From an optimization exercise on the open Yosys and OpenROAD flow, aimed at small area, a short achievable clock period and few clock cycles per item; shortcuts taken in it are not production practice.
No functional check of the RTL was part of any run shown here.
No activity file was given, so power comes from the tool's default toggle rates.

<file path="flow/run.sh">
#!/bin/bash
# synth_recipe.tcl (not shown) runs the flow's synth.tcl, then flattens the netlist and writes it again
# the make line also repeats each setting of config.mk as NAME=value (left out here)
make -C /OpenROAD-flow-scripts/flow DESIGN_CONFIG=/design/flow/config.mk WORK_HOME=/design/flow/orfs CLKGATE_MAP_FILE= SYNTH_SCRIPT=/design/flow/synth_recipe.tcl finish
</file>
<file path="flow/config.mk">
export PLATFORM = sky130hd
export DESIGN_NAME = int8_vector_l2_norm
export DESIGN_NICKNAME = int8_vector_l2_norm
export VERILOG_FILES = /design/flow/design.v
export SDC_FILE = /design/flow/constraint.sdc
export NUM_CORES = 4
export LEC_CHECK = 0
export ABC_CLOCK_PERIOD_IN_PS = 2000
export CAP_MARGIN = 20
export CORE_MARGIN = 2
export CORE_UTILIZATION = 60
export SETUP_SLACK_MARGIN = 3.8
export SLEW_MARGIN = 20
</file>
<file path="flow/constraint.sdc">
create_clock -name core_clock -period 6.5 [get_ports {clk_i}]
set_input_delay 1.3000 -clock core_clock [delete_from_list [all_inputs] [get_ports {clk_i}]]
set_output_delay 1.3000 -clock core_clock [all_outputs]
set_load 0.01 [all_outputs]
</file>
<file path="flow/design.v">
package ivl2n_pkg;
  localparam int LANES             = 8;
  localparam int SAMPLE_W          = 8;
  localparam int LANE_CNT_W        = 4;
  localparam int SSQ_W             = 18;    
  localparam int MAX_ELEMENTS_LOG2 = 24;
  localparam int CNT_W             = MAX_ELEMENTS_LOG2 + 1;
  localparam int SUM_W             = 39;
  localparam int NORM_W            = 28;
  localparam int REM_W             = NORM_W;   
  localparam int STEP_W            = 5;
  localparam logic [CNT_W-1:0] MAX_ELEMENTS = {1'b1, {MAX_ELEMENTS_LOG2{1'b0}}};
  localparam logic [SUM_W-1:0] SUM_BOUND    = {1'b1, {(SUM_W-1){1'b0}}};
endpackage
import ivl2n_pkg::*;
module ivl2n_lane
(
  input  logic                           clk_i,
  input  logic                           valid_i,   
  input  logic [LANES-1:0][SAMPLE_W-1:0] mag_i,
  output logic [SSQ_W-1:0]               ssq_o
);
  logic [58:0] st1_q;
  logic [43:0] st2_q;
  logic p1;
  logic p2;
  logic p3;
  logic p4;
  logic p5;
  logic p6;
  logic p7;
  logic p8;
  logic p9;
  logic p10;
  logic p11;
  logic p12;
  logic p13;
  logic p14;
  logic p15;
  logic p16;
  logic p17;
  logic p18;
  logic p19;
  logic p20;
  logic p21;
  logic p22;
  logic p23;
  logic p24;
  logic p25;
  logic p26;
  logic p27;
  logic p28;
  logic p29;
  logic p30;
  logic p31;
  logic p32;
  logic p33;
  logic p34;
  logic p35;
  logic p36;
  logic p37;
  logic p38;
  logic p39;
  logic p40;
  logic p41;
  logic p42;
  logic p43;
  logic p44;
  logic p45;
  logic p46;
  logic p47;
  logic p48;
  logic p49;
  logic p50;
  logic p51;
  logic p52;
  logic p53;
  logic p54;
  logic p55;
  logic p56;
  logic p57;
  logic p58;
  logic p59;
  logic p60;
  logic p61;
  logic p62;
  logic p63;
  logic p64;
  logic p65;
  logic p66;
  logic p67;
  logic p68;
  logic p69;
  logic p70;
  logic p71;
  logic p72;
  logic p73;
  logic p74;
  logic p75;
  logic p76;
  logic p77;
  logic p78;
  logic p79;
  logic p80;
  logic p81;
  logic p82;
  logic p83;
  logic p84;
  logic p85;
  logic p86;
  logic p87;
  logic p88;
  logic p89;
  logic p90;
  logic p91;
  logic p92;
  logic p93;
  logic p94;
  logic p95;
  logic p96;
  logic p97;
  logic p98;
  logic p99;
  logic p100;
  logic p101;
  logic p102;
  logic p103;
  logic p104;
  logic p105;
  logic p106;
  logic p107;
  logic p108;
  logic p109;
  logic p110;
  logic p111;
  logic p112;
  logic p113;
  logic p114;
  logic p115;
  logic p116;
  logic p117;
  logic p118;
  logic p119;
  logic p120;
  logic p121;
  logic p122;
  logic p123;
  logic p124;
  logic p125;
  logic p126;
  logic p127;
  logic p128;
  logic p129;
  logic p130;
  logic p131;
  logic p132;
  logic p133;
  logic p134;
  logic p135;
  logic p136;
  logic p137;
  logic p138;
  logic p139;
  logic p140;
  logic p141;
  logic p142;
  logic p143;
  logic p144;
  logic p145;
  logic p146;
  logic p147;
  logic p148;
  logic p149;
  logic p150;
  logic p151;
  logic p152;
  logic p153;
  logic p154;
  logic p155;
  logic p156;
  logic p157;
  logic p158;
  logic p159;
  logic p160;
  logic p161;
  logic p162;
  logic p163;
  logic p164;
  logic p165;
  logic p166;
  logic p167;
  logic p168;
  logic p169;
  logic p170;
  logic p171;
  logic p172;
  logic p173;
  logic p174;
  logic p175;
  logic p176;
  logic p177;
  logic p178;
  logic p179;
  logic p180;
  logic p181;
  logic p182;
  logic p183;
  logic p184;
  logic p185;
  logic p186;
  logic p187;
  logic p188;
  logic p189;
  logic p190;
  logic p191;
  logic p192;
  logic p193;
  logic p194;
  logic p195;
  logic p196;
  logic p197;
  logic p198;
  logic p199;
  logic p200;
  logic p201;
  logic p202;
  logic p203;
  logic p204;
  logic p205;
  logic p206;
  logic p207;
  logic p208;
  logic p209;
  logic p210;
  logic p211;
  logic p212;
  logic p213;
  logic p214;
  logic p215;
  logic p216;
  logic s217;
  logic c218;
  logic s219;
  logic c220;
  logic s221;
  logic c222;
  logic s223;
  logic c224;
  logic s225;
  logic c226;
  logic s227;
  logic c228;
  logic s229;
  logic c230;
  logic s231;
  logic c232;
  logic s233;
  logic c234;
  logic s235;
  logic c236;
  logic s237;
  logic c238;
  logic s239;
  logic c240;
  logic s241;
  logic c242;
  logic s243;
  logic c244;
  logic s245;
  logic c246;
  logic s247;
  logic c248;
  logic s249;
  logic c250;
  logic s251;
  logic c252;
  logic s253;
  logic c254;
  logic s255;
  logic c256;
  logic s257;
  logic c258;
  logic s259;
  logic c260;
  logic s261;
  logic c262;
  logic s263;
  logic c264;
  logic s265;
  logic c266;
  logic s267;
  logic c268;
  logic s269;
  logic c270;
  logic s271;
  logic c272;
  logic s273;
  logic c274;
  logic s275;
  logic c276;
  logic s277;
  logic c278;
  logic s279;
  logic c280;
  logic s281;
  logic c282;
  logic s283;
  logic c284;
  logic s285;
  logic c286;
  logic s287;
  logic c288;
  logic s289;
  logic c290;
  logic s291;
  logic c292;
  logic s293;
  logic c294;
  logic s295;
  logic c296;
  logic s297;
  logic c298;
  logic s299;
  logic c300;
  logic s301;
  logic c302;
  logic s303;
  logic c304;
  logic s305;
  logic c306;
  logic s307;
  logic c308;
  logic s309;
  logic c310;
  logic s311;
  logic c312;
  logic s313;
  logic c314;
  logic s315;
  logic c316;
  logic s317;
  logic c318;
  logic s319;
  logic c320;
  logic s321;
  logic c322;
  logic s323;
  logic c324;
  logic s325;
  logic c326;
  logic s327;
  logic c328;
  logic s329;
  logic c330;
  logic s331;
  logic c332;
  logic s333;
  logic c334;
  logic s335;
  logic c336;
  logic s337;
  logic c338;
  logic s339;
  logic c340;
  logic s341;
  logic c342;
  logic s343;
  logic c344;
  logic s345;
  logic c346;
  logic s347;
  logic c348;
  logic s349;
  logic c350;
  logic s351;
  logic c352;
  logic s353;
  logic c354;
  logic s355;
  logic c356;
  logic s357;
  logic c358;
  logic s359;
  logic c360;
  logic s361;
  logic c362;
  logic s363;
  logic c364;
  logic s365;
  logic c366;
  logic s367;
  logic c368;
  logic s369;
  logic c370;
  logic s371;
  logic c372;
  logic s373;
  logic c374;
  logic s375;
  logic c376;
  logic s377;
  logic c378;
  logic s379;
  logic c380;
  logic s381;
  logic c382;
  logic s383;
  logic c384;
  logic s385;
  logic c386;
  logic s387;
  logic c388;
  logic s389;
  logic c390;
  logic s391;
  logic c392;
  logic s393;
  logic c394;
  logic s395;
  logic c396;
  logic s397;
  logic c398;
  logic s399;
  logic c400;
  logic s401;
  logic c402;
  logic s403;
  logic c404;
  logic s405;
  logic c406;
  logic s407;
  logic c408;
  logic s409;
  logic c410;
  logic s411;
  logic c412;
  logic s413;
  logic c414;
  logic s415;
  logic c416;
  logic s417;
  logic c418;
  logic s419;
  logic c420;
  logic s421;
  logic c422;
  logic s423;
  logic c424;
  logic s425;
  logic c426;
  logic s427;
  logic c428;
  logic s429;
  logic c430;
  logic s431;
  logic c432;
  logic s433;
  logic c434;
  logic s435;
  logic c436;
  logic s437;
  logic c438;
  logic s439;
  logic c440;
  logic s441;
  logic c442;
  logic s443;
  logic c444;
  logic s445;
  logic c446;
  logic s447;
  logic c448;
  logic s449;
  logic c450;
  logic s451;
  logic c452;
  logic s453;
  logic c454;
  logic s455;
  logic c456;
  logic s457;
  logic c458;
  logic s459;
  logic c460;
  logic s461;
  logic c462;
  logic s463;
  logic c464;
  logic s465;
  logic c466;
  logic s467;
  logic c468;
  logic s469;
  logic c470;
  logic s471;
  logic c472;
  logic s473;
  logic c474;
  logic s475;
  logic c476;
  logic s477;
  logic c478;
  logic s479;
  logic c480;
  logic s481;
  logic c482;
  logic s483;
  logic c484;
  logic s485;
  logic c486;
  logic s487;
  logic c488;
  logic s489;
  logic c490;
  logic s491;
  logic c492;
  logic s493;
  logic c494;
  logic s495;
  logic c496;
  logic s497;
  logic c498;
  logic s499;
  logic c500;
  logic s501;
  logic c502;
  logic s503;
  logic c504;
  logic s505;
  logic c506;
  logic s507;
  logic c508;
  logic s509;
  logic c510;
  logic s511;
  logic c512;
  logic s513;
  logic c514;
  logic s515;
  logic c516;
  logic s517;
  logic c518;
  logic s519;
  logic c520;
  logic s521;
  logic c522;
  logic s523;
  logic c524;
  logic s525;
  logic c526;
  logic s527;
  logic c528;
  logic s529;
  logic c530;
  logic s531;
  logic c532;
  logic s533;
  logic c534;
  logic s535;
  logic c536;
  logic s537;
  logic c538;
  logic s539;
  logic c540;
  logic s541;
  logic c542;
  logic s543;
  logic c544;
  logic s545;
  logic c546;
  logic s547;
  logic c548;
  logic s549;
  logic c550;
  logic s551;
  logic c552;
  logic s553;
  logic c554;
  logic s555;
  logic c556;
  logic s557;
  logic c558;
  logic s559;
  logic c560;
  logic s561;
  logic c562;
  logic s563;
  logic c564;
  logic s565;
  logic c566;
  logic s567;
  logic c568;
  logic s569;
  logic c570;
  logic s571;
  logic c572;
  logic s573;
  logic c574;
  logic s575;
  logic c576;
  logic s577;
  logic c578;
  logic s579;
  logic c580;
  logic s581;
  logic c582;
  logic s583;
  logic c584;
  logic s585;
  logic c586;
  logic s587;
  logic c588;
  logic s589;
  logic c590;
  logic s591;
  logic c592;
  logic s593;
  logic c594;
  logic s595;
  logic c596;
  logic s597;
  logic c598;
  logic s599;
  logic c600;
  logic s601;
  logic c602;
  logic s603;
  logic c604;
  logic s605;
  logic c606;
  logic s607;
  logic c608;
  logic s609;
  logic c610;
  logic s611;
  logic c612;
  logic s613;
  logic c614;
  logic s615;
  logic c616;
  logic s617;
  logic c618;
  logic s619;
  logic c620;
  logic s621;
  logic c622;
  logic s623;
  logic c624;
  logic s625;
  logic c626;
  logic s627;
  logic c628;
  logic s629;
  logic c630;
  logic [17:0] row_a, row_b;
  assign p1 = mag_i[0][1] & ~mag_i[0][0];
  assign p2 = mag_i[0][1] & mag_i[0][0];
  assign p3 = mag_i[0][2] & ~mag_i[0][1];
  assign p4 = mag_i[0][2] & mag_i[0][1];
  assign p5 = mag_i[0][3] & ~mag_i[0][2];
  assign p6 = mag_i[0][3] & mag_i[0][2];
  assign p7 = mag_i[0][4] & ~mag_i[0][3];
  assign p8 = mag_i[0][4] & mag_i[0][3];
  assign p9 = mag_i[0][5] & ~mag_i[0][4];
  assign p10 = mag_i[0][5] & mag_i[0][4];
  assign p11 = mag_i[0][6] & ~mag_i[0][5];
  assign p12 = mag_i[0][6] & mag_i[0][5];
  assign p13 = mag_i[0][0] & mag_i[0][2];
  assign p14 = mag_i[0][0] & mag_i[0][3];
  assign p15 = mag_i[0][0] & mag_i[0][4];
  assign p16 = mag_i[0][0] & mag_i[0][5];
  assign p17 = mag_i[0][0] & mag_i[0][6];
  assign p18 = mag_i[0][1] & mag_i[0][3];
  assign p19 = mag_i[0][1] & mag_i[0][4];
  assign p20 = mag_i[0][1] & mag_i[0][5];
  assign p21 = mag_i[0][1] & mag_i[0][6];
  assign p22 = mag_i[0][2] & mag_i[0][4];
  assign p23 = mag_i[0][2] & mag_i[0][5];
  assign p24 = mag_i[0][2] & mag_i[0][6];
  assign p25 = mag_i[0][3] & mag_i[0][5];
  assign p26 = mag_i[0][3] & mag_i[0][6];
  assign p27 = mag_i[0][4] & mag_i[0][6];
  assign p28 = mag_i[1][1] & ~mag_i[1][0];
  assign p29 = mag_i[1][1] & mag_i[1][0];
  assign p30 = mag_i[1][2] & ~mag_i[1][1];
  assign p31 = mag_i[1][2] & mag_i[1][1];
  assign p32 = mag_i[1][3] & ~mag_i[1][2];
  assign p33 = mag_i[1][3] & mag_i[1][2];
  assign p34 = mag_i[1][4] & ~mag_i[1][3];
  assign p35 = mag_i[1][4] & mag_i[1][3];
  assign p36 = mag_i[1][5] & ~mag_i[1][4];
  assign p37 = mag_i[1][5] & mag_i[1][4];
  assign p38 = mag_i[1][6] & ~mag_i[1][5];
  assign p39 = mag_i[1][6] & mag_i[1][5];
  assign p40 = mag_i[1][0] & mag_i[1][2];
  assign p41 = mag_i[1][0] & mag_i[1][3];
  assign p42 = mag_i[1][0] & mag_i[1][4];
  assign p43 = mag_i[1][0] & mag_i[1][5];
  assign p44 = mag_i[1][0] & mag_i[1][6];
  assign p45 = mag_i[1][1] & mag_i[1][3];
  assign p46 = mag_i[1][1] & mag_i[1][4];
  assign p47 = mag_i[1][1] & mag_i[1][5];
  assign p48 = mag_i[1][1] & mag_i[1][6];
  assign p49 = mag_i[1][2] & mag_i[1][4];
  assign p50 = mag_i[1][2] & mag_i[1][5];
  assign p51 = mag_i[1][2] & mag_i[1][6];
  assign p52 = mag_i[1][3] & mag_i[1][5];
  assign p53 = mag_i[1][3] & mag_i[1][6];
  assign p54 = mag_i[1][4] & mag_i[1][6];
  assign p55 = mag_i[2][1] & ~mag_i[2][0];
  assign p56 = mag_i[2][1] & mag_i[2][0];
  assign p57 = mag_i[2][2] & ~mag_i[2][1];
  assign p58 = mag_i[2][2] & mag_i[2][1];
  assign p59 = mag_i[2][3] & ~mag_i[2][2];
  assign p60 = mag_i[2][3] & mag_i[2][2];
  assign p61 = mag_i[2][4] & ~mag_i[2][3];
  assign p62 = mag_i[2][4] & mag_i[2][3];
  assign p63 = mag_i[2][5] & ~mag_i[2][4];
  assign p64 = mag_i[2][5] & mag_i[2][4];
  assign p65 = mag_i[2][6] & ~mag_i[2][5];
  assign p66 = mag_i[2][6] & mag_i[2][5];
  assign p67 = mag_i[2][0] & mag_i[2][2];
  assign p68 = mag_i[2][0] & mag_i[2][3];
  assign p69 = mag_i[2][0] & mag_i[2][4];
  assign p70 = mag_i[2][0] & mag_i[2][5];
  assign p71 = mag_i[2][0] & mag_i[2][6];
  assign p72 = mag_i[2][1] & mag_i[2][3];
  assign p73 = mag_i[2][1] & mag_i[2][4];
  assign p74 = mag_i[2][1] & mag_i[2][5];
  assign p75 = mag_i[2][1] & mag_i[2][6];
  assign p76 = mag_i[2][2] & mag_i[2][4];
  assign p77 = mag_i[2][2] & mag_i[2][5];
  assign p78 = mag_i[2][2] & mag_i[2][6];
  assign p79 = mag_i[2][3] & mag_i[2][5];
  assign p80 = mag_i[2][3] & mag_i[2][6];
  assign p81 = mag_i[2][4] & mag_i[2][6];
  assign p82 = mag_i[3][1] & ~mag_i[3][0];
  assign p83 = mag_i[3][1] & mag_i[3][0];
  assign p84 = mag_i[3][2] & ~mag_i[3][1];
  assign p85 = mag_i[3][2] & mag_i[3][1];
  assign p86 = mag_i[3][3] & ~mag_i[3][2];
  assign p87 = mag_i[3][3] & mag_i[3][2];
  assign p88 = mag_i[3][4] & ~mag_i[3][3];
  assign p89 = mag_i[3][4] & mag_i[3][3];
  assign p90 = mag_i[3][5] & ~mag_i[3][4];
  assign p91 = mag_i[3][5] & mag_i[3][4];
  assign p92 = mag_i[3][6] & ~mag_i[3][5];
  assign p93 = mag_i[3][6] & mag_i[3][5];
  assign p94 = mag_i[3][0] & mag_i[3][2];
  assign p95 = mag_i[3][0] & mag_i[3][3];
  assign p96 = mag_i[3][0] & mag_i[3][4];
  assign p97 = mag_i[3][0] & mag_i[3][5];
  assign p98 = mag_i[3][0] & mag_i[3][6];
  assign p99 = mag_i[3][1] & mag_i[3][3];
  assign p100 = mag_i[3][1] & mag_i[3][4];
  assign p101 = mag_i[3][1] & mag_i[3][5];
  assign p102 = mag_i[3][1] & mag_i[3][6];
  assign p103 = mag_i[3][2] & mag_i[3][4];
  assign p104 = mag_i[3][2] & mag_i[3][5];
  assign p105 = mag_i[3][2] & mag_i[3][6];
  assign p106 = mag_i[3][3] & mag_i[3][5];
  assign p107 = mag_i[3][3] & mag_i[3][6];
  assign p108 = mag_i[3][4] & mag_i[3][6];
  assign p109 = mag_i[4][1] & ~mag_i[4][0];
  assign p110 = mag_i[4][1] & mag_i[4][0];
  assign p111 = mag_i[4][2] & ~mag_i[4][1];
  assign p112 = mag_i[4][2] & mag_i[4][1];
  assign p113 = mag_i[4][3] & ~mag_i[4][2];
  assign p114 = mag_i[4][3] & mag_i[4][2];
  assign p115 = mag_i[4][4] & ~mag_i[4][3];
  assign p116 = mag_i[4][4] & mag_i[4][3];
  assign p117 = mag_i[4][5] & ~mag_i[4][4];
  assign p118 = mag_i[4][5] & mag_i[4][4];
  assign p119 = mag_i[4][6] & ~mag_i[4][5];
  assign p120 = mag_i[4][6] & mag_i[4][5];
  assign p121 = mag_i[4][0] & mag_i[4][2];
  assign p122 = mag_i[4][0] & mag_i[4][3];
  assign p123 = mag_i[4][0] & mag_i[4][4];
  assign p124 = mag_i[4][0] & mag_i[4][5];
  assign p125 = mag_i[4][0] & mag_i[4][6];
  assign p126 = mag_i[4][1] & mag_i[4][3];
  assign p127 = mag_i[4][1] & mag_i[4][4];
  assign p128 = mag_i[4][1] & mag_i[4][5];
  assign p129 = mag_i[4][1] & mag_i[4][6];
  assign p130 = mag_i[4][2] & mag_i[4][4];
  assign p131 = mag_i[4][2] & mag_i[4][5];
  assign p132 = mag_i[4][2] & mag_i[4][6];
  assign p133 = mag_i[4][3] & mag_i[4][5];
  assign p134 = mag_i[4][3] & mag_i[4][6];
  assign p135 = mag_i[4][4] & mag_i[4][6];
  assign p136 = mag_i[5][1] & ~mag_i[5][0];
  assign p137 = mag_i[5][1] & mag_i[5][0];
  assign p138 = mag_i[5][2] & ~mag_i[5][1];
  assign p139 = mag_i[5][2] & mag_i[5][1];
  assign p140 = mag_i[5][3] & ~mag_i[5][2];
  assign p141 = mag_i[5][3] & mag_i[5][2];
  assign p142 = mag_i[5][4] & ~mag_i[5][3];
  assign p143 = mag_i[5][4] & mag_i[5][3];
  assign p144 = mag_i[5][5] & ~mag_i[5][4];
  assign p145 = mag_i[5][5] & mag_i[5][4];
  assign p146 = mag_i[5][6] & ~mag_i[5][5];
  assign p147 = mag_i[5][6] & mag_i[5][5];
  assign p148 = mag_i[5][0] & mag_i[5][2];
  assign p149 = mag_i[5][0] & mag_i[5][3];
  assign p150 = mag_i[5][0] & mag_i[5][4];
  assign p151 = mag_i[5][0] & mag_i[5][5];
  assign p152 = mag_i[5][0] & mag_i[5][6];
  assign p153 = mag_i[5][1] & mag_i[5][3];
  assign p154 = mag_i[5][1] & mag_i[5][4];
  assign p155 = mag_i[5][1] & mag_i[5][5];
  assign p156 = mag_i[5][1] & mag_i[5][6];
  assign p157 = mag_i[5][2] & mag_i[5][4];
  assign p158 = mag_i[5][2] & mag_i[5][5];
  assign p159 = mag_i[5][2] & mag_i[5][6];
  assign p160 = mag_i[5][3] & mag_i[5][5];
  assign p161 = mag_i[5][3] & mag_i[5][6];
  assign p162 = mag_i[5][4] & mag_i[5][6];
  assign p163 = mag_i[6][1] & ~mag_i[6][0];
  assign p164 = mag_i[6][1] & mag_i[6][0];
  assign p165 = mag_i[6][2] & ~mag_i[6][1];
  assign p166 = mag_i[6][2] & mag_i[6][1];
  assign p167 = mag_i[6][3] & ~mag_i[6][2];
  assign p168 = mag_i[6][3] & mag_i[6][2];
  assign p169 = mag_i[6][4] & ~mag_i[6][3];
  assign p170 = mag_i[6][4] & mag_i[6][3];
  assign p171 = mag_i[6][5] & ~mag_i[6][4];
  assign p172 = mag_i[6][5] & mag_i[6][4];
  assign p173 = mag_i[6][6] & ~mag_i[6][5];
  assign p174 = mag_i[6][6] & mag_i[6][5];
  assign p175 = mag_i[6][0] & mag_i[6][2];
  assign p176 = mag_i[6][0] & mag_i[6][3];
  assign p177 = mag_i[6][0] & mag_i[6][4];
  assign p178 = mag_i[6][0] & mag_i[6][5];
  assign p179 = mag_i[6][0] & mag_i[6][6];
  assign p180 = mag_i[6][1] & mag_i[6][3];
  assign p181 = mag_i[6][1] & mag_i[6][4];
  assign p182 = mag_i[6][1] & mag_i[6][5];
  assign p183 = mag_i[6][1] & mag_i[6][6];
  assign p184 = mag_i[6][2] & mag_i[6][4];
  assign p185 = mag_i[6][2] & mag_i[6][5];
  assign p186 = mag_i[6][2] & mag_i[6][6];
  assign p187 = mag_i[6][3] & mag_i[6][5];
  assign p188 = mag_i[6][3] & mag_i[6][6];
  assign p189 = mag_i[6][4] & mag_i[6][6];
  assign p190 = mag_i[7][1] & ~mag_i[7][0];
  assign p191 = mag_i[7][1] & mag_i[7][0];
  assign p192 = mag_i[7][2] & ~mag_i[7][1];
  assign p193 = mag_i[7][2] & mag_i[7][1];
  assign p194 = mag_i[7][3] & ~mag_i[7][2];
  assign p195 = mag_i[7][3] & mag_i[7][2];
  assign p196 = mag_i[7][4] & ~mag_i[7][3];
  assign p197 = mag_i[7][4] & mag_i[7][3];
  assign p198 = mag_i[7][5] & ~mag_i[7][4];
  assign p199 = mag_i[7][5] & mag_i[7][4];
  assign p200 = mag_i[7][6] & ~mag_i[7][5];
  assign p201 = mag_i[7][6] & mag_i[7][5];
  assign p202 = mag_i[7][0] & mag_i[7][2];
  assign p203 = mag_i[7][0] & mag_i[7][3];
  assign p204 = mag_i[7][0] & mag_i[7][4];
  assign p205 = mag_i[7][0] & mag_i[7][5];
  assign p206 = mag_i[7][0] & mag_i[7][6];
  assign p207 = mag_i[7][1] & mag_i[7][3];
  assign p208 = mag_i[7][1] & mag_i[7][4];
  assign p209 = mag_i[7][1] & mag_i[7][5];
  assign p210 = mag_i[7][1] & mag_i[7][6];
  assign p211 = mag_i[7][2] & mag_i[7][4];
  assign p212 = mag_i[7][2] & mag_i[7][5];
  assign p213 = mag_i[7][2] & mag_i[7][6];
  assign p214 = mag_i[7][3] & mag_i[7][5];
  assign p215 = mag_i[7][3] & mag_i[7][6];
  assign p216 = mag_i[7][4] & mag_i[7][6];
  assign {c218, s217} = 2'(mag_i[0][0]) + 2'(mag_i[1][0]) + 2'(mag_i[2][0]);
  assign {c220, s219} = 2'(mag_i[3][0]) + 2'(mag_i[4][0]) + 2'(mag_i[5][0]);
  assign {c222, s221} = 2'(p1) + 2'(p28) + 2'(p55);
  assign {c224, s223} = 2'(p82) + 2'(p109) + 2'(p136);
  assign {c226, s225} = 2'(p2) + 2'(p13) + 2'(p29);
  assign {c228, s227} = 2'(p40) + 2'(p56) + 2'(p67);
  assign {c230, s229} = 2'(p83) + 2'(p94) + 2'(p110);
  assign {c232, s231} = 2'(p121) + 2'(p137) + 2'(p148);
  assign {c234, s233} = 2'(p164) + 2'(p175) + 2'(p191);
  assign {c236, s235} = 2'(p3) + 2'(p14) + 2'(p30);
  assign {c238, s237} = 2'(p41) + 2'(p57) + 2'(p68);
  assign {c240, s239} = 2'(p84) + 2'(p95) + 2'(p111);
  assign {c242, s241} = 2'(p122) + 2'(p138) + 2'(p149);
  assign {c244, s243} = 2'(p165) + 2'(p176) + 2'(p192);
  assign {c246, s245} = 2'(p4) + 2'(p15) + 2'(p18);
  assign {c248, s247} = 2'(p31) + 2'(p42) + 2'(p45);
  assign {c250, s249} = 2'(p58) + 2'(p69) + 2'(p72);
  assign {c252, s251} = 2'(p85) + 2'(p96) + 2'(p99);
  assign {c254, s253} = 2'(p112) + 2'(p123) + 2'(p126);
  assign {c256, s255} = 2'(p139) + 2'(p150) + 2'(p153);
  assign {c258, s257} = 2'(p166) + 2'(p177) + 2'(p180);
  assign {c260, s259} = 2'(p193) + 2'(p204) + 2'(p207);
  assign {c262, s261} = 2'(p5) + 2'(p16) + 2'(p19);
  assign {c264, s263} = 2'(p32) + 2'(p43) + 2'(p46);
  assign {c266, s265} = 2'(p59) + 2'(p70) + 2'(p73);
  assign {c268, s267} = 2'(p86) + 2'(p97) + 2'(p100);
  assign {c270, s269} = 2'(p113) + 2'(p124) + 2'(p127);
  assign {c272, s271} = 2'(p140) + 2'(p151) + 2'(p154);
  assign {c274, s273} = 2'(p167) + 2'(p178) + 2'(p181);
  assign {c276, s275} = 2'(p194) + 2'(p205) + 2'(p208);
  assign {c278, s277} = 2'(p6) + 2'(p17) + 2'(p20);
  assign {c280, s279} = 2'(p22) + 2'(p33) + 2'(p44);
  assign {c282, s281} = 2'(p47) + 2'(p49) + 2'(p60);
  assign {c284, s283} = 2'(p71) + 2'(p74) + 2'(p76);
  assign {c286, s285} = 2'(p87) + 2'(p98) + 2'(p101);
  assign {c288, s287} = 2'(p103) + 2'(p114) + 2'(p125);
  assign {c290, s289} = 2'(p128) + 2'(p130) + 2'(p141);
  assign {c292, s291} = 2'(p152) + 2'(p155) + 2'(p157);
  assign {c294, s293} = 2'(p168) + 2'(p179) + 2'(p182);
  assign {c296, s295} = 2'(p184) + 2'(p195) + 2'(p206);
  assign {c298, s297} = 2'(p7) + 2'(p21) + 2'(p23);
  assign {c300, s299} = 2'(p34) + 2'(p48) + 2'(p50);
  assign {c302, s301} = 2'(p61) + 2'(p75) + 2'(p77);
  assign {c304, s303} = 2'(p88) + 2'(p102) + 2'(p104);
  assign {c306, s305} = 2'(p115) + 2'(p129) + 2'(p131);
  assign {c308, s307} = 2'(p142) + 2'(p156) + 2'(p158);
  assign {c310, s309} = 2'(p169) + 2'(p183) + 2'(p185);
  assign {c312, s311} = 2'(p196) + 2'(p210) + 2'(p212);
  assign {c314, s313} = 2'(p8) + 2'(p24) + 2'(p25);
  assign {c316, s315} = 2'(p35) + 2'(p51) + 2'(p52);
  assign {c318, s317} = 2'(p62) + 2'(p78) + 2'(p79);
  assign {c320, s319} = 2'(p89) + 2'(p105) + 2'(p106);
  assign {c322, s321} = 2'(p116) + 2'(p132) + 2'(p133);
  assign {c324, s323} = 2'(p143) + 2'(p159) + 2'(p160);
  assign {c326, s325} = 2'(p170) + 2'(p186) + 2'(p187);
  assign {c328, s327} = 2'(p197) + 2'(p213) + 2'(p214);
  assign {c330, s329} = 2'(p9) + 2'(p26) + 2'(p36);
  assign {c332, s331} = 2'(p53) + 2'(p63) + 2'(p80);
  assign {c334, s333} = 2'(p90) + 2'(p107) + 2'(p117);
  assign {c336, s335} = 2'(p134) + 2'(p144) + 2'(p161);
  assign {c338, s337} = 2'(p171) + 2'(p188) + 2'(p198);
  assign {c340, s339} = 2'(p10) + 2'(p27) + 2'(p37);
  assign {c342, s341} = 2'(p54) + 2'(p64) + 2'(p81);
  assign {c344, s343} = 2'(p91) + 2'(p108) + 2'(p118);
  assign {c346, s345} = 2'(p135) + 2'(p145) + 2'(p162);
  assign {c348, s347} = 2'(p172) + 2'(p189) + 2'(p199);
  assign {c350, s349} = 2'(p11) + 2'(p38) + 2'(p65);
  assign {c352, s351} = 2'(p92) + 2'(p119) + 2'(p146);
  assign {c354, s353} = 2'(p12) + 2'(p39) + 2'(p66);
  assign {c356, s355} = 2'(p93) + 2'(p120) + 2'(p147);
  assign {c358, s357} = 2'(mag_i[0][7]) + 2'(mag_i[1][7]) + 2'(mag_i[2][7]);
  assign {c360, s359} = 2'(mag_i[3][7]) + 2'(mag_i[4][7]) + 2'(mag_i[5][7]);
  assign {c362, s361} = 2'(s217) + 2'(s219) + 2'(mag_i[6][0]);
  assign {c364, s363} = 2'(s221) + 2'(s223) + 2'(p163);
  assign {c366, s365} = 2'(c222) + 2'(c224) + 2'(s225);
  assign {c368, s367} = 2'(s227) + 2'(s229) + 2'(s231);
  assign {c370, s369} = 2'(c226) + 2'(c228) + 2'(c230);
  assign {c372, s371} = 2'(c232) + 2'(c234) + 2'(s235);
  assign {c374, s373} = 2'(s237) + 2'(s239) + 2'(s241);
  assign {c376, s375} = 2'(c236) + 2'(c238) + 2'(c240);
  assign {c378, s377} = 2'(c242) + 2'(c244) + 2'(s245);
  assign {c380, s379} = 2'(s247) + 2'(s249) + 2'(s251);
  assign {c382, s381} = 2'(s253) + 2'(s255) + 2'(s257);
  assign {c384, s383} = 2'(c246) + 2'(c248) + 2'(c250);
  assign {c386, s385} = 2'(c252) + 2'(c254) + 2'(c256);
  assign {c388, s387} = 2'(c258) + 2'(c260) + 2'(s261);
  assign {c390, s389} = 2'(s263) + 2'(s265) + 2'(s267);
  assign {c392, s391} = 2'(s269) + 2'(s271) + 2'(s273);
  assign {c394, s393} = 2'(c262) + 2'(c264) + 2'(c266);
  assign {c396, s395} = 2'(c268) + 2'(c270) + 2'(c272);
  assign {c398, s397} = 2'(c274) + 2'(c276) + 2'(s277);
  assign {c400, s399} = 2'(s279) + 2'(s281) + 2'(s283);
  assign {c402, s401} = 2'(s285) + 2'(s287) + 2'(s289);
  assign {c404, s403} = 2'(s291) + 2'(s293) + 2'(s295);
  assign {c406, s405} = 2'(c278) + 2'(c280) + 2'(c282);
  assign {c408, s407} = 2'(c284) + 2'(c286) + 2'(c288);
  assign {c410, s409} = 2'(c290) + 2'(c292) + 2'(c294);
  assign {c412, s411} = 2'(c296) + 2'(s297) + 2'(s299);
  assign {c414, s413} = 2'(s301) + 2'(s303) + 2'(s305);
  assign {c416, s415} = 2'(s307) + 2'(s309) + 2'(s311);
  assign {c418, s417} = 2'(c298) + 2'(c300) + 2'(c302);
  assign {c420, s419} = 2'(c304) + 2'(c306) + 2'(c308);
  assign {c422, s421} = 2'(c310) + 2'(c312) + 2'(s313);
  assign {c424, s423} = 2'(s315) + 2'(s317) + 2'(s319);
  assign {c426, s425} = 2'(s321) + 2'(s323) + 2'(s325);
  assign {c428, s427} = 2'(c314) + 2'(c316) + 2'(c318);
  assign {c430, s429} = 2'(c320) + 2'(c322) + 2'(c324);
  assign {c432, s431} = 2'(c326) + 2'(c328) + 2'(s329);
  assign {c434, s433} = 2'(s331) + 2'(s333) + 2'(s335);
  assign {c436, s435} = 2'(c330) + 2'(c332) + 2'(c334);
  assign {c438, s437} = 2'(c336) + 2'(c338) + 2'(s339);
  assign {c440, s439} = 2'(s341) + 2'(s343) + 2'(s345);
  assign {c442, s441} = 2'(c340) + 2'(c342) + 2'(c344);
  assign {c444, s443} = 2'(c346) + 2'(c348) + 2'(s349);
  assign {c446, s445} = 2'(s351) + 2'(p173) + 2'(p200);
  assign {c448, s447} = 2'(c350) + 2'(c352) + 2'(s353);
  assign {c450, s449} = 2'(s355) + 2'(p174) + 2'(p201);
  assign {c452, s451} = 2'(c354) + 2'(c356) + 2'(s357);
  assign {c454, s453} = 2'(s359) + 2'(mag_i[6][7]) + 2'(mag_i[7][7]);
  assign {c456, s455} = 2'(c362) + 2'(c218) + 2'(c220);
  assign {c458, s457} = 2'(c364) + 2'(s365) + 2'(s367);
  assign {c460, s459} = 2'(c366) + 2'(c368) + 2'(s369);
  assign {c462, s461} = 2'(s371) + 2'(s373) + 2'(s243);
  assign {c464, s463} = 2'(c370) + 2'(c372) + 2'(c374);
  assign {c466, s465} = 2'(s375) + 2'(s377) + 2'(s379);
  assign {c468, s467} = 2'(c376) + 2'(c378) + 2'(c380);
  assign {c470, s469} = 2'(c382) + 2'(s383) + 2'(s385);
  assign {c472, s471} = 2'(s387) + 2'(s389) + 2'(s391);
  assign {c474, s473} = 2'(c384) + 2'(c386) + 2'(c388);
  assign {c476, s475} = 2'(c390) + 2'(c392) + 2'(s393);
  assign {c478, s477} = 2'(s395) + 2'(s397) + 2'(s399);
  assign {c480, s479} = 2'(s401) + 2'(s403) + 2'(p209);
  assign {c482, s481} = 2'(c394) + 2'(c396) + 2'(c398);
  assign {c484, s483} = 2'(c400) + 2'(c402) + 2'(c404);
  assign {c486, s485} = 2'(s405) + 2'(s407) + 2'(s409);
  assign {c488, s487} = 2'(s411) + 2'(s413) + 2'(s415);
  assign {c490, s489} = 2'(c406) + 2'(c408) + 2'(c410);
  assign {c492, s491} = 2'(c412) + 2'(c414) + 2'(c416);
  assign {c494, s493} = 2'(s417) + 2'(s419) + 2'(s421);
  assign {c496, s495} = 2'(s423) + 2'(s425) + 2'(s327);
  assign {c498, s497} = 2'(c418) + 2'(c420) + 2'(c422);
  assign {c500, s499} = 2'(c424) + 2'(c426) + 2'(s427);
  assign {c502, s501} = 2'(s429) + 2'(s431) + 2'(s433);
  assign {c504, s503} = 2'(c428) + 2'(c430) + 2'(c432);
  assign {c506, s505} = 2'(c434) + 2'(s435) + 2'(s437);
  assign {c508, s507} = 2'(s439) + 2'(s347) + 2'(p216);
  assign {c510, s509} = 2'(c436) + 2'(c438) + 2'(c440);
  assign {c512, s511} = 2'(s441) + 2'(s443) + 2'(s445);
  assign {c514, s513} = 2'(c442) + 2'(c444) + 2'(c446);
  assign {c516, s515} = 2'(c448) + 2'(c450) + 2'(s451);
  assign {c518, s517} = 2'(c452) + 2'(c454) + 2'(c358);
  assign {c520, s519} = 2'(c456) + 2'(s363) + 2'(p190);
  assign {c522, s521} = 2'(s457) + 2'(s233) + 2'(p202);
  assign {c524, s523} = 2'(c458) + 2'(s459) + 2'(s461);
  assign {c526, s525} = 2'(c460) + 2'(c462) + 2'(s463);
  assign {c528, s527} = 2'(s465) + 2'(s381) + 2'(s259);
  assign {c530, s529} = 2'(c464) + 2'(c466) + 2'(s467);
  assign {c532, s531} = 2'(s469) + 2'(s471) + 2'(s275);
  assign {c534, s533} = 2'(c468) + 2'(c470) + 2'(c472);
  assign {c536, s535} = 2'(s473) + 2'(s475) + 2'(s477);
  assign {c538, s537} = 2'(c474) + 2'(c476) + 2'(c478);
  assign {c540, s539} = 2'(c480) + 2'(s481) + 2'(s483);
  assign {c542, s541} = 2'(c482) + 2'(c484) + 2'(c486);
  assign {c544, s543} = 2'(c488) + 2'(s489) + 2'(s491);
  assign {c546, s545} = 2'(c490) + 2'(c492) + 2'(c494);
  assign {c548, s547} = 2'(c496) + 2'(s497) + 2'(s499);
  assign {c550, s549} = 2'(s501) + 2'(s337) + 2'(p215);
  assign {c552, s551} = 2'(c498) + 2'(c500) + 2'(c502);
  assign {c554, s553} = 2'(s503) + 2'(s505) + 2'(s507);
  assign {c556, s555} = 2'(c504) + 2'(c506) + 2'(c508);
  assign {c558, s557} = 2'(c510) + 2'(c512) + 2'(s513);
  assign {c560, s559} = 2'(c514) + 2'(s515) + 2'(s453);
  assign {c562, s561} = 2'(c516) + 2'(s517) + 2'(c360);
  assign {c564, s563} = 2'(st1_q[16]) + 2'(st1_q[17]) + 2'(st1_q[18]);
  assign {c566, s565} = 2'(st1_q[22]) + 2'(st1_q[23]) + 2'(st1_q[24]);
  assign {c568, s567} = 2'(st1_q[25]) + 2'(st1_q[26]);
  assign {c570, s569} = 2'(st1_q[28]) + 2'(st1_q[29]) + 2'(st1_q[30]);
  assign {c572, s571} = 2'(st1_q[31]) + 2'(st1_q[32]) + 2'(st1_q[33]);
  assign {c574, s573} = 2'(st1_q[34]) + 2'(st1_q[35]) + 2'(st1_q[36]);
  assign {c576, s575} = 2'(st1_q[37]) + 2'(st1_q[38]);
  assign {c578, s577} = 2'(st1_q[39]) + 2'(st1_q[40]) + 2'(st1_q[41]);
  assign {c580, s579} = 2'(st1_q[42]) + 2'(st1_q[43]);
  assign {c582, s581} = 2'(st1_q[44]) + 2'(st1_q[45]) + 2'(st1_q[46]);
  assign {c584, s583} = 2'(st1_q[47]) + 2'(st1_q[48]);
  assign {c586, s585} = 2'(st1_q[49]) + 2'(st1_q[50]) + 2'(st1_q[51]);
  assign {c588, s587} = 2'(st1_q[12]) + 2'(st1_q[13]);
  assign {c590, s589} = 2'(s563) + 2'(st1_q[19]) + 2'(st1_q[20]);
  assign {c592, s591} = 2'(s565) + 2'(s567) + 2'(st1_q[27]);
  assign {c594, s593} = 2'(s569) + 2'(s571) + 2'(c566);
  assign {c596, s595} = 2'(s573) + 2'(s575) + 2'(c570);
  assign {c598, s597} = 2'(s577) + 2'(s579) + 2'(c574);
  assign {c600, s599} = 2'(s581) + 2'(s583) + 2'(c578);
  assign {c602, s601} = 2'(s585) + 2'(st1_q[52]) + 2'(c582);
  assign {c604, s603} = 2'(st1_q[53]) + 2'(st1_q[54]);
  assign {c606, s605} = 2'(st2_q[6]) + 2'(st2_q[7]);
  assign {c608, s607} = 2'(st2_q[9]) + 2'(st2_q[10]) + 2'(st2_q[11]);
  assign {c610, s609} = 2'(st2_q[12]) + 2'(st2_q[13]) + 2'(st2_q[14]);
  assign {c612, s611} = 2'(st2_q[15]) + 2'(st2_q[16]) + 2'(st2_q[17]);
  assign {c614, s613} = 2'(st2_q[18]) + 2'(st2_q[19]) + 2'(st2_q[20]);
  assign {c616, s615} = 2'(st2_q[21]) + 2'(st2_q[22]) + 2'(st2_q[23]);
  assign {c618, s617} = 2'(st2_q[24]) + 2'(st2_q[25]) + 2'(st2_q[26]);
  assign {c620, s619} = 2'(st2_q[27]) + 2'(st2_q[28]) + 2'(st2_q[29]);
  assign {c622, s621} = 2'(st2_q[30]) + 2'(st2_q[31]) + 2'(st2_q[32]);
  assign {c624, s623} = 2'(st2_q[33]) + 2'(st2_q[34]) + 2'(st2_q[35]);
  assign {c626, s625} = 2'(st2_q[36]) + 2'(st2_q[37]) + 2'(st2_q[38]);
  assign {c628, s627} = 2'(st2_q[39]) + 2'(st2_q[40]) + 2'(st2_q[41]);
  assign {c630, s629} = 2'(st2_q[42]) + 2'(st2_q[43]);
  assign row_a = {c630, s629, s627, s625, s623, s621, s619, s617, s615, s613, s611, s609, s607, s605, st2_q[4], st2_q[3], st2_q[2], st2_q[0]};
  assign row_b = {1'b0, c628, c626, c624, c622, c620, c618, c616, c614, c612, c610, c608, c606, st2_q[8], st2_q[5], 1'b0, 1'b0, st2_q[1]};
  always_ff @(posedge clk_i) begin
    st1_q <= {c518, c562, s561, c560, s559, c558, s449, s447, s557, c556, s511, s509, s555, c554, c552, s553, s551, c550, c548, c546, s549, s547, s545, c544, c542, s495, s493, s543, s541, c540, c538, s487, s485, s539, s537, c536, c534, p211, s479, s535, s533, c532, c530, s531, s529, c528, c526, s527, s525, c524, p203, s523, c522, s521, c520, s519, s455, mag_i[7][0], s361};
    st2_q <= {st1_q[58], st1_q[57], c604, st1_q[56], st1_q[55], c602, c586, s603, c600, c584, s601, c598, c580, s599, c596, c576, s597, c594, c572, s595, c592, c568, s593, c590, c564, s591, c588, st1_q[21], s589, st1_q[15], st1_q[14], s587, st1_q[11], st1_q[10], st1_q[9], st1_q[8], st1_q[7], st1_q[6], st1_q[5], st1_q[4], st1_q[3], st1_q[2], st1_q[1], st1_q[0]};
    ssq_o <= valid_i ? row_a + row_b : '0;
  end
endmodule
import ivl2n_pkg::*;
module ivl2n_merge
(
  input  logic                  clk_i,
  input  logic                  rst_ni,
  input  logic                  valid_i,    
  input  logic                  valid_nx_i,  
  input  logic                  last_i,
  input  logic [LANE_CNT_W-1:0] lanes_i,
  input  logic [SSQ_W-1:0]      ssq_i,      
  input  logic                  free_i,     
  output logic                  avail_o,    
  output logic [SUM_W-1:0]      sum_o,
  output logic                  ovf_o,
  output logic                  fin_d_o,    
  output logic                  hold_d_o
);
  logic [SUM_W-1:0] acc_q, sum_d, fin_sum;
  logic [CNT_W-1:0] cnt_q, cnt_sum, cnt_d;
  logic             ovf_q, ovf_d;
  logic             first_q, first_d, clr_q, clr_d, fin_q, fin_d;
  logic [18:0]      lo_sum;
  logic [20:0]      hi_inc;
  logic [SUM_W-1:0] hold_sum_q;
  logic             hold_ovf_q, hold_q, hold_d;
  logic             load, hold_load;
  assign first_d  = valid_i ? last_i : first_q;
  assign clr_d    = valid_nx_i && first_d;
  assign lo_sum   = {1'b0, acc_q[17:0]} + {1'b0, ssq_i};
  assign hi_inc   = acc_q[38:18] + 21'd1;
  assign sum_d    = clr_q ? SUM_W'(ssq_i)
                  : {lo_sum[18] ? hi_inc : acc_q[38:18], lo_sum[17:0]};
  assign cnt_sum  = cnt_q + CNT_W'(lanes_i);
  assign cnt_d    = clr_q ? CNT_W'(lanes_i) : cnt_sum;
  assign ovf_d    = !clr_q && (ovf_q || (cnt_sum[CNT_W-1] && cnt_sum[CNT_W-2:0] != '0));
  assign fin_sum  = ovf_q ? SUM_BOUND : acc_q;
  assign avail_o  = hold_q || fin_q;
  assign sum_o    = hold_q ? hold_sum_q : fin_sum;
  assign ovf_o    = hold_q ? hold_ovf_q : ovf_q;
  assign load     = free_i && avail_o;
  assign hold_load = fin_q && (hold_q ? load : !free_i);
  assign hold_d   = hold_q ? (!load || fin_q) : (fin_q && !free_i);
  assign fin_d    = (valid_i && last_i) || (fin_q && hold_q && !load);
  assign fin_d_o  = fin_d;
  assign hold_d_o = hold_d;
  always_ff @(posedge clk_i or negedge rst_ni) begin
    if (!rst_ni) begin
      first_q <= 1'b1;
      clr_q   <= 1'b0;
      fin_q   <= 1'b0;
      hold_q  <= 1'b0;
    end else begin
      first_q <= first_d;
      clr_q   <= clr_d;
      fin_q  <= fin_d;
      hold_q <= hold_d;
    end
  end
  always_ff @(posedge clk_i) begin
    acc_q <= sum_d;
    cnt_q <= cnt_d;
    ovf_q <= ovf_d;
    if (hold_load) begin
      hold_sum_q <= fin_sum;
      hold_ovf_q <= ovf_q;
    end
  end
endmodule
import ivl2n_pkg::*;
module ivl2n_sqrt
(
  input  logic              clk_i,
  input  logic              rst_ni,
  input  logic              avail_i,     
  input  logic [SUM_W-1:0]  sum_i,
  input  logic              ovf_i,
  input  logic              out_ready_i,
  output logic              free_o,      
  output logic              out_valid_o,
  output logic [SUM_W-1:0]  sum_o,
  output logic [NORM_W-1:0] norm_o,
  output logic              ovf_o
);
  localparam int WIN = 3;               
  localparam int PADW = 40 + 2 * WIN;
  logic              run_q, done_q, load, last_step;
  logic [SUM_W-1:0]  sum_q;
  logic              ovf_q;
  logic [REM_W-1:0]  rem_q, rem_init;
  logic [NORM_W-1:0] root_q;
  logic [STEP_W-1:0] step_q, step_init, step_dec;
  logic [1:0]        pair_q, pair_init, pair_dec;
  logic [PADW-1:0]   in_pad;
  logic [39:0]       sum_ext;
  logic [19:0]       nz, top;
  logic              none;
  logic [2*WIN-1:0]  win;
  logic [WIN-1:0]    win_root;
  logic [WIN:0]      win_rem;
  logic [29:0]       rem_sh, diff;
  logic              ge;
  assign in_pad  = {1'b0, sum_i, {(2*WIN){1'b0}}};
  assign sum_ext = {1'b0, sum_q};
  always_comb begin
    for (int j = 0; j < 20; j++) nz[j] = in_pad[2*j+1+2*WIN -: 2] != 2'b00;
    for (int j = 0; j < 20; j++) begin
      top[j] = nz[j];
      for (int i = j + 1; i < 20; i++) top[j] = top[j] && !nz[i];
    end
    none      = (nz == '0);
    step_init = none ? STEP_W'(8 - WIN) : '0;
    win       = '0;
    pair_init = '0;
    for (int j = 0; j < 20; j++) begin
      if (top[j]) step_init = step_init | STEP_W'(j + 8 - WIN);
      win       = win | (top[j] ? in_pad[2*j+1+2*WIN -: 2*WIN] : '0);
      pair_init = pair_init | (top[j] ? in_pad[2*j+1 -: 2] : 2'b00);
    end
  end
  always_comb begin
    win_root = '0;
    for (int r = 1; r < (1 << WIN); r++) begin
      if ((r * r) <= int'(win)) win_root = WIN'(r);
    end
    win_rem = (WIN+1)'(int'(win) - int'(win_root) * int'(win_root));
  end
  assign step_dec = step_q - STEP_W'(1);
  always_comb begin
    pair_dec = 2'b00;
    for (int j = 8; j < 28; j++) begin
      if (step_dec == STEP_W'(j)) pair_dec = sum_ext[2*j-15 -: 2];
    end
  end
  assign rem_sh = {rem_q, pair_q};
  assign diff   = rem_sh - {1'b0, root_q[26:0], 2'b01};
  assign ge     = !diff[29];
  assign last_step = (step_q == '0);
  assign free_o    = !run_q && (!done_q || out_ready_i);
  assign load      = avail_i && free_o;
  always_ff @(posedge clk_i or negedge rst_ni) begin
    if (!rst_ni) begin
      run_q  <= 1'b0;
      done_q <= 1'b0;
    end else begin
      if (load) begin
        run_q  <= 1'b1;
        done_q <= 1'b0;
      end else if (run_q) begin
        if (last_step) begin
          run_q  <= 1'b0;
          done_q <= 1'b1;
        end
      end else if (out_ready_i) begin
        done_q <= 1'b0;
      end
    end
  end
  always_ff @(posedge clk_i) begin
    if (load) begin
      sum_q <= sum_i;
      ovf_q <= ovf_i;
    end
    if (load) begin
      root_q <= NORM_W'(win_root);
    end else if (run_q) begin
      root_q <= {root_q[NORM_W-2:0], ge};
    end
    rem_q  <= load ? REM_W'(win_rem) : (ge ? diff[REM_W-1:0] : rem_sh[REM_W-1:0]);
    step_q <= load ? step_init : step_dec;
    pair_q <= load ? pair_init : pair_dec;
  end
  assign out_valid_o = done_q;
  assign sum_o       = sum_q;
  assign norm_o      = root_q;
  assign ovf_o       = ovf_q;
endmodule
import ivl2n_pkg::*;
module int8_vector_l2_norm
(
  input  logic        clk_i,
  input  logic        rst_ni,
  input  logic        in_valid,
  output logic        in_ready,
  input  logic [7:0]  in_sample_0,
  input  logic [7:0]  in_sample_1,
  input  logic [7:0]  in_sample_2,
  input  logic [7:0]  in_sample_3,
  input  logic [7:0]  in_sample_4,
  input  logic [7:0]  in_sample_5,
  input  logic [7:0]  in_sample_6,
  input  logic [7:0]  in_sample_7,
  input  logic [3:0]  in_lane_count,
  input  logic        in_last,
  output logic        out_valid,
  input  logic        out_ready,
  output logic [38:0] out_sum_of_squares,
  output logic [27:0] out_norm_fixed,
  output logic        out_overflow
);
  logic [LANES-1:0][SAMPLE_W-1:0] samples, mag;
  logic [LANE_CNT_W-1:0]          lanes_clamped;
  logic                           accept, in_ready_q, in_ready_d;
  logic [LANES-1:0][SAMPLE_W-1:0] a_mag_q;
  logic [LANE_CNT_W-1:0]          a_lanes_q, b1_lanes_q, b2_lanes_q, b3_lanes_q;
  logic                           a_valid_q, b1_valid_q, b2_valid_q, b3_valid_q;
  logic                           a_last_q, b1_last_q, b2_last_q, b3_last_q;
  logic                           a_lastv_d;
  logic [SSQ_W-1:0]               ssq;
  logic                           avail, free, fin_d, hold_d, idle_d;
  logic [SUM_W-1:0]               fin_sum;
  logic                           fin_ovf;
  logic [5:0]                     owe;
  logic                           owe_le1, owe_eq2;
  assign samples = {in_sample_7, in_sample_6, in_sample_5, in_sample_4,
                    in_sample_3, in_sample_2, in_sample_1, in_sample_0};
  assign accept        = in_valid && in_ready_q;
  assign lanes_clamped = (in_lane_count > 4'd8) ? 4'd8 : in_lane_count;
  for (genvar k = 0; k < LANES; k++) begin : g_mag
    assign mag[k] = (in_lane_count <= 4'(k)) ? 8'd0 :
                    samples[k][7] ? 8'(-samples[k]) : samples[k];
  end
  assign a_lastv_d = accept && in_last;
  assign owe = {a_lastv_d, a_valid_q && a_last_q, b1_valid_q && b1_last_q,
                b2_valid_q && b2_last_q, fin_d, hold_d};
  always_comb begin
    owe_le1 = 1'b1;
    owe_eq2 = 1'b0;
    for (int i = 0; i < 6; i++) begin
      for (int j = i + 1; j < 6; j++) begin
        if (owe[i] && owe[j]) owe_le1 = 1'b0;
      end
    end
    for (int i = 0; i < 6; i++) begin
      for (int j = i + 1; j < 6; j++) begin
        if (owe[i] && owe[j] && (owe & ~((6'd1 << i) | (6'd1 << j))) == '0) owe_eq2 = 1'b1;
      end
    end
  end
  assign in_ready_d = owe_le1 || (owe_eq2 && idle_d);
  assign idle_d    = free && !avail;
  always_ff @(posedge clk_i or negedge rst_ni) begin
    if (!rst_ni) begin
      in_ready_q <= 1'b1;
      a_valid_q  <= 1'b0;
      b1_valid_q <= 1'b0;
      b2_valid_q <= 1'b0;
      b3_valid_q <= 1'b0;
    end else begin
      in_ready_q <= in_ready_d;
      a_valid_q  <= accept;
      b1_valid_q <= a_valid_q;
      b2_valid_q <= b1_valid_q;
      b3_valid_q <= b2_valid_q;
    end
  end
  always_ff @(posedge clk_i) begin
    a_mag_q    <= mag;
    a_lanes_q  <= lanes_clamped;
    a_last_q   <= in_last;
    b1_lanes_q <= a_lanes_q;
    b1_last_q  <= a_last_q;
    b2_lanes_q <= b1_lanes_q;
    b2_last_q  <= b1_last_q;
    b3_lanes_q <= b2_valid_q ? b2_lanes_q : '0;
    b3_last_q  <= b2_last_q;
  end
  assign in_ready = in_ready_q;
  ivl2n_lane u_lane (
    .clk_i   (clk_i),
    .valid_i (b2_valid_q),
    .mag_i   (a_mag_q),
    .ssq_o (ssq)
  );
  ivl2n_merge u_merge (
    .clk_i    (clk_i),
    .rst_ni   (rst_ni),
    .valid_i    (b3_valid_q),
    .valid_nx_i (b2_valid_q),
    .last_i   (b3_last_q),
    .lanes_i  (b3_lanes_q),
    .ssq_i    (ssq),
    .free_i   (free),
    .avail_o  (avail),
    .sum_o    (fin_sum),
    .ovf_o    (fin_ovf),
    .fin_d_o  (fin_d),
    .hold_d_o (hold_d)
  );
  ivl2n_sqrt u_sqrt (
    .clk_i       (clk_i),
    .rst_ni      (rst_ni),
    .avail_i     (avail),
    .sum_i       (fin_sum),
    .ovf_i       (fin_ovf),
    .out_ready_i (out_ready),
    .free_o      (free),
    .out_valid_o (out_valid),
    .sum_o       (out_sum_of_squares),
    .norm_o      (out_norm_fixed),
    .ovf_o       (out_overflow)
  );
endmodule
</file>
==> impl_results.md, run 1 <==
* WL met3 at 3370 um
* Yosys warns at 4
* DRT iter0 DRCs at 1660
* Share of synthesized registers carrying an async set or reset at 2.59%
* Core area at 43000 um2
* Residual DRC count at 0
* Initial core utilization at 60.5%
* FF+latch area at 9590 um2
* CTS Hold Bufs at 0
* Worst Setup Start Kind: flip-flop
* DR top layer: met4
* Wire per inst at 19.4 um
* First-pass DRT Iterations at 5
* CP Data Arrival Time at 4690 ps
* Worst-case clock buffer depth at 3
* Post-synthesis cell count at 2739
* Rel. slew slack at 33.9%
* Initial antenna violation count at 0
* Unique masters post-synth at 82
* Layout Skew at 27.1 ps
* Power per cell area at 549 nW/um2
* Metal2 WL at 36400 um
* Routed met1 length at 28400 um
* Global-route wire length before repair at 109000 um
* N_diodes at 0
* Post-synth EDFFs at 83
* Setup TNS at 0 ps
* Net Sw Frac at 42.6%
* GRT Total Usage at 30.8%
* P&R area growth vs syn at 29.8%
* Placer Congestion at 0.926
* Area of the multi-input gates at 17100 um2
* # IOs at 143
* Layout cells sized above 1 at 25.9%
* Port Buffers at 142
* Row cnt at 76
* FMAX at 0.236 GHz
* Comb power frac at 60.9%
* Post-synth net total at 3105
* Die Span X at 212 um
* HPWL Detailed at 48400 um
* Final Net Count at 3432
* Unrepaired setup endpoints after global routing: yes
* Critical Path RT at 6960 ps
* Largest net degree at the start of global routing at 83
* Max rail drop VDD at 0.535 mV
* Worst-margin pin slew at 991 ps
* Reg clk slew, reported paths at 60 ps
* Switching pwr at 7.91 mW
* Sequential share of power at 24.2%
* CTS tree: built
* Number of routed nets with antenna violations at 0
* Final core utilization at 78.6%
* Critical Path End Type: flip-flop
* CP max FO at 26
* Hold crit path type: flip-flop to flip-flop
* H-tree depth at 2
* Max Slew Vio Count at 0
* Cell Int Power at 10.6 mW
* # clock sinks at 424
* Final period util at 65.1%
* Synthesized area at 26000 um2
* Mean Syn Cell Area at 9.50 um2
* GRT overflow at 0
* Root Buffer: clkbuf_16
* Sequential area share after synthesis at 36.0%
* Final wirelength at 71700 um
* Fin. Hold Viols at 0
* Number of global-route vias before repair at 21.1k
* Final Setup Violations at 0
* Post-DR vias/cell at 5.71
* Top FF cell, synth: dfxtp_1
* Die ar. at 45100 um2
* Clk network pwr share at 15.0%
* Die Ht at 212 um
* Synth Register Bits at 424
* Tmin final at 4230 ps
* Outcome: complete, no violations
* Worst-skew pair later-pin latency at 600 ps
* Static leakage at 14.5 nW
* FILL cells at 2716
* Most frequent cells in the layout: inv_1, dfxtp_1, nor2_1, fa_1, and2_1
* Max Cap Viol at 0
* Vias at 21.0k
* Commonest non-fill, non-tap cell in the layout: inv_1
* Setup Crit Path Kind: flip-flop to flip-flop
* CTS Buf Count at 47
## critical path, cell delays in order (launching register included)
cell	delay, ps
dfrtp_4	490
buf_4	140
buf_12	170
mux2_2	440
a221o_1	380
a221o_1	290
or4_4	440
a221o_1	310
or3_1	330
o211a_4	270
ha_4	180
inv_2	70
o21ai_0	110
nand2b_1	100
mux2i_1	80
xnor2_1	180
o21ai_1	100
## cell families (layout without fill, tap and decap cells)
kind of cell	Yosys count	count (layout)	share of synthesized area, %
AND/OR/NAND/NOR	912	915	18.2
multiplexers	88	88	3.48
XOR/XNOR	141	141	4.75
buffers and inverters	444	805	6.57
adder cells (fa/ha/maj)	296	296	20.0
flip-flops	424	424	36.0
AO/OA/AOI/OAI	434	434	11.0
## power groups by stage
stage                     clock network, mW  registers (mW)  logic, mW
after detailed placement                  0            4.49       8.02
after CTS                              2.82            4.44       9.74
final                                  2.77            4.48       11.3
after global routing                   2.92            4.58       12.2
after floorplan                           0            4.27       6.11
after global placement                    0            4.45       7.76
## synth_stat cells, types with 8 or more instances
| cell | instances | share of area, % |
|---|---|---|
| and3_1 | 23 | 0.55 |
| clkbuf_1 | 48 | 0.69 |
| a221oi_1 | 9 | 0.30 |
| and2_1 | 204 | 4.9 |
| o21ai_1 | 9 | 0.17 |
| xor2_1 | 64 | 2.2 |
| or3_1 | 17 | 0.41 |
| dfxtp_1 | 330 | 25 |
| a21o_1 | 23 | 0.66 |
| a221o_1 | 10 | 0.38 |
| nor2_1 | 245 | 3.5 |
| nor4b_1 | 12 | 0.40 |
| o22ai_1 | 15 | 0.36 |
| edfxtp_1 | 83 | 9.6 |
| a31oi_1 | 16 | 0.38 |
| nand2_1 | 142 | 2.0 |
| ha_1 | 92 | 4.4 |
| mux2_2 | 19 | 0.82 |
| nand4_1 | 14 | 0.34 |
| nor3_1 | 28 | 0.54 |
| nor2b_1 | 98 | 2.4 |
| a21oi_1 | 83 | 1.6 |
| xnor2_1 | 77 | 2.6 |
| o21a_1 | 26 | 0.75 |
| fa_1 | 201 | 15 |
| dfrtp_1 | 9 | 0.87 |
| o21bai_1 | 16 | 0.46 |
| a211oi_1 | 8 | 0.23 |
| inv_1 | 377 | 5.4 |
| o211ai_1 | 13 | 0.38 |
| nand2b_1 | 40 | 0.96 |
| o31ai_1 | 23 | 0.66 |
| mux2i_1 | 69 | 2.7 |
| nand3_1 | 38 | 0.73 |
| nor3b_1 | 10 | 0.29 |
| nor4_1 | 15 | 0.36 |
| o21ai_0 | 111 | 2.1 |
## layout make-up
| cell class | count | area share, % |
|---|---|---|
| sequential | 424 | 28.4 |
| timing repair inverter | 1 | 0.0259 |
| clock inverter | 27 | 0.974 |
| timing repair buffer | 340 | 9.60 |
| inverter | 378 | 4.29 |
| clock buffer | 59 | 3.88 |
| multi-input combinational | 1874 | 50.7 |
| tap | 585 | 2.17 |
## sequential cells by signal (all words and copies together) (netlist names), 5 cells and up
name,flops
u_merge.cnt_q,25
u_merge.hold_sum_q,39
u_sqrt.step_q,5
u_sqrt.root_q,28
a_mag_q,64
u_lane.st2_q,44
u_merge.acc_q,39
u_lane.ssq_o,18
u_lane.st1_q,59
u_sqrt.sum_q,39
u_sqrt.rem_q,28
## per-layer routing
layer	track usage (%)	up-vias
met1	38.2	10300
met5	0	-
met2	54.0	743
li1	-	9742
met4	13.7	0
met3	3.86	226
## per-stage QoR
step	std cells	cell area, um2	power, mW	hold WS, ps	setup slack (ps)
2_1_floorplan	2739	26600	10.4	310	2730
3_5_place_dp	3407	28500	12.5	312	1330
5_1_grt	3688	33800	19.7	327	2140
3_3_place_gp	3407	28500	12.2	310	1420
4_1_cts	3632	32500	17.0	325	2370
6_report	3688	33800	18.6	322	2270
## timing repair
action / 4_1_cts / 5_1_grt
gates resized for setup: 471 / 235
setup endpoints to repair: 271 / 103
setup buffers: 134 / 54
gates cloned: 5 / 2
pin swaps: 159 / 156
## worst paths after layout
check,from,to,slack [ps],cells past startpoint
max in group asynchronous,rst_ni,u_merge.hold_q$_DFF_PN0_,4850,1
min in group asynchronous,rst_ni,u_sqrt.run_q$_DFF_PN0_,1130,1
min,a_lanes_q[2]$_SDFF_PN0_,b1_lanes_q[2]$_DFF_P_,320,0
min reg2reg,a_lanes_q[2]$_SDFF_PN0_,b1_lanes_q[2]$_DFF_P_,320,0
max reg2reg,u_merge.hold_q$_DFF_PN0_,u_sqrt.rem_q[3]$_DFF_P_,2270,16
max,u_merge.hold_q$_DFF_PN0_,u_sqrt.rem_q[3]$_DFF_P_,2270,16
==> inputs of run 2 (changes only) <==
--- a/flow/config.mk
+++ b/flow/config.mk
@@ -7,3 +7,3 @@
 export LEC_CHECK = 0
-export ABC_CLOCK_PERIOD_IN_PS = 2000
+export ABC_CLOCK_PERIOD_IN_PS = 2700
 export CAP_MARGIN = 20
==> impl_results.md, run 2 <==
* Reg-to-reg critical path endpoint: u_sqrt.rem_q[3]$_DFF_P_
* Setup TNS at 0 ps (unchanged)
* Power per cell area at 549 nW/um2 (unchanged)
* FILL cells at 2716 (unchanged)
* Area contributors post-synth: dfxtp_1, fa_1, edfxtp_1
* CP most frequent cell: a221o_1
* Worst-case reg-to-reg path depth at 16 (unchanged)
* Final core utilization at 78.6% (unchanged)
* Sequential area share after synthesis at 36.0% (unchanged)
* Unrepaired setup endpoints after global routing: yes
* Count leader, synth: inv_1
* Commonest non-fill, non-tap cell in the layout: inv_1
* Fin. Hold Viols at 0 (unchanged)
* H-tree depth at 2 (unchanged)
* Vias at 21.0k (unchanged)
* P&R area growth vs syn at 29.8% (unchanged)
* Most frequent cells in the layout: inv_1, dfxtp_1, nor2_1, fa_1, and2_1
* Regs by FF count: a_mag_q x64, u_lane.st1_q x59, u_lane.st2_q x44
* R2R Path Start: u_merge.hold_q$_DFF_PN0_
* Post-DR vias/cell at 5.71 (unchanged)
* Area of placed instances at 28500 um2 (unchanged)
* Top-area cell type share of the netlist area at 25.4% (unchanged)
* Critical Path RT at 6960 ps (about the same)
* Worst-margin pin slew at 991 ps (unchanged)
* HP Start: a_lanes_q[2]$_SDFF_PN0_
* Placed cell count at 3407 (unchanged)
* # clock sinks at 424 (unchanged)
* Reg2Reg Setup Slack at 2270 ps (about the same)
* Tmin final at 4230 ps (unchanged)
* Die Span X at 212 um (unchanged)
* Largest net degree at the start of global routing at 83 (unchanged)
* N_diodes at 0 (unchanged)
* CTS Hold Bufs at 0 (unchanged)
* First-pass DRT Iterations at 5 (unchanged)
* Max reg flops at 64 (unchanged)
* Rel. slew slack at 33.9% (unchanged)
* Layout cells sized above 1 at 25.9% (unchanged)
* Die ar. at 45100 um2 (unchanged)
* Design Power at 18.6 mW (unchanged)
* Worst Setup Start Kind: flip-flop
* CP Data Arrival Time at 4690 ps (about the same)
* Core area at 43000 um2 (unchanged)
* Top reg by flops: a_mag_q
* Initial core utilization at 60.5% (unchanged)
* Max stage delay on crit path at 490 ps (about the same)
* Final Net Count at 3432 (unchanged)
* Share of synthesized registers carrying an async set or reset at 2.59% (unchanged)
* Max Cap Viol at 0 (unchanged)
* Cell taking the most area after synthesis: dfxtp_1
* Top FF cell, synth: dfxtp_1
* CTS tree: built
* Synth Register Bits at 424 (unchanged)
* Static leakage at 14.5 nW (unchanged)
* CP max FO at 26 (unchanged)
* Hold crit path type: flip-flop to flip-flop
* GRT Total Usage at 30.8% (unchanged)
* Wire per inst at 19.4 um (unchanged)
* Number of global-route vias before repair at 21.1k (unchanged)
* Worst hold endpoint: b1_lanes_q[2]$_DFF_P_
* Worst path top cell family by delay: compound AO/OA/AOI/OAI gates
* Layout Skew at 27.1 ps (unchanged)
* FMAX at 0.236 GHz (unchanged)
* # IOs at 143 (unchanged)
* Initial antenna violation count at 0 (unchanged)
* Reg clk slew, reported paths at 60 ps (about the same)
* Critical Path End Type: flip-flop
* Final period util at 65.1% (unchanged)
* Yosys warns at 4 (unchanged)
* Synthesized area at 26000 um2 (unchanged)
* Outcome: complete, no violations
* DRT iter0 DRCs at 1660 (unchanged)
-- run 2: layout make-up --
class                      count  area, um2  share of cell area [%]
tap                          585        732                    2.17
multi-input combinational   1874      17100                    50.7
sequential                   424       9590                    28.4
clock buffer                  59       1310                    3.88
inverter                     378       1450                    4.29
timing repair buffer         340       3240                    9.60
timing repair inverter         1       8.76                  0.0259
clock inverter                27        329                   0.974
-- run 2: stage by stage --
| stage | worst slack [ps] | hold slack, ps |
|---|---|---|
| final | 2270 | 322 |
| after global placement | 1420 | 310 |
| after floorplan | 2730 | 310 |
| after CTS | 2370 | 325 |
| after global routing | 2140 | 327 |
| after detailed placement | 1330 | 312 |
-- run 2: worst max path at each step --
stage                             start                 endpoint  slack [ps]  cells after the start
2_1_floorplan  u_merge.hold_q$_DFF_PN0_  u_sqrt.rem_q[3]$_DFF_P_        2730                     16
3_3_place_gp   u_merge.hold_q$_DFF_PN0_  u_sqrt.rem_q[3]$_DFF_P_        1420                     19
3_5_place_dp   u_merge.hold_q$_DFF_PN0_  u_sqrt.rem_q[3]$_DFF_P_        1330                     20
4_1_cts        u_merge.hold_q$_DFF_PN0_  u_sqrt.rem_q[3]$_DFF_P_        2370                     17
5_1_grt           u_merge.ovf_q$_DFF_P_  u_sqrt.rem_q[3]$_DFF_P_        2140                     17
6_report       u_merge.hold_q$_DFF_PN0_  u_sqrt.rem_q[3]$_DFF_P_        2270                     16
-- run 2: power by group --
part | total [mW] | internal, mW | switching (mW)
sequential | 4.48 | 3.74 | 0.744
combinational | 11.3 | 5.26 | 6.04
clock | 2.77 | 1.65 | 1.13
total | 18.6 | 10.6 | 7.91
-- run 2: what timing repair did --
item	4_1_cts	5_1_grt
endpoints found under the setup margin	271	103
cloned	5	2
endpoints found under the hold margin	0	0
pin swaps	159	156
buffers inserted	134	54
resized for setup	471	235
-- run 2: logic make-up (layout without fill, tap and decap cells) --
kind of cell             after synthesis  after routing  share of synthesized area [%]
AO/OA/AOI/OAI                        434            434                           11.0
XOR/XNOR                             141            141                           4.75
adder cells (fa/ha/maj)              296            296                           20.0
buffers and inverters                444            805                           6.57
flip-flops                           424            424                           36.0
multiplexers                          88             88                           3.48
AND/OR/NAND/NOR                      912            915                           18.2
-- run 2: routing by layer --
layer,vias to the layer above,global-route usage (%),wire [um]
met2,743,54.0,36400
met5,-,0,0
li1,9742,-,-
met4,0,13.7,3420
met3,226,3.86,3370
met1,10300,38.2,28400

[what the ideal ports hide]
The flow's constraints put no driver on any port. The routed layouts listed below were extracted and timed again, unchanged, in two steps.
Step 1 sets driving cells, clkbuf_16 on the clock port and buf_2 on the other inputs (assumed; they add their load-dependent delay and slew).
Step 2 also shifts input and output timing later by t, the mid clock arrival at the registers, as if the neighbouring blocks saw the same clock.
Three values: ideal, step 1, step 2; two values: the first two.
| run | t, ns | slack for setup (ns) |
|---|---|---|
| run 1 | 0.649 | 2.268 / 2.268 / 2.268 |
| run 2 | 0.649 | 2.268 / 2.268 / 2.268 |
After both steps every run listed still meets setup and hold.
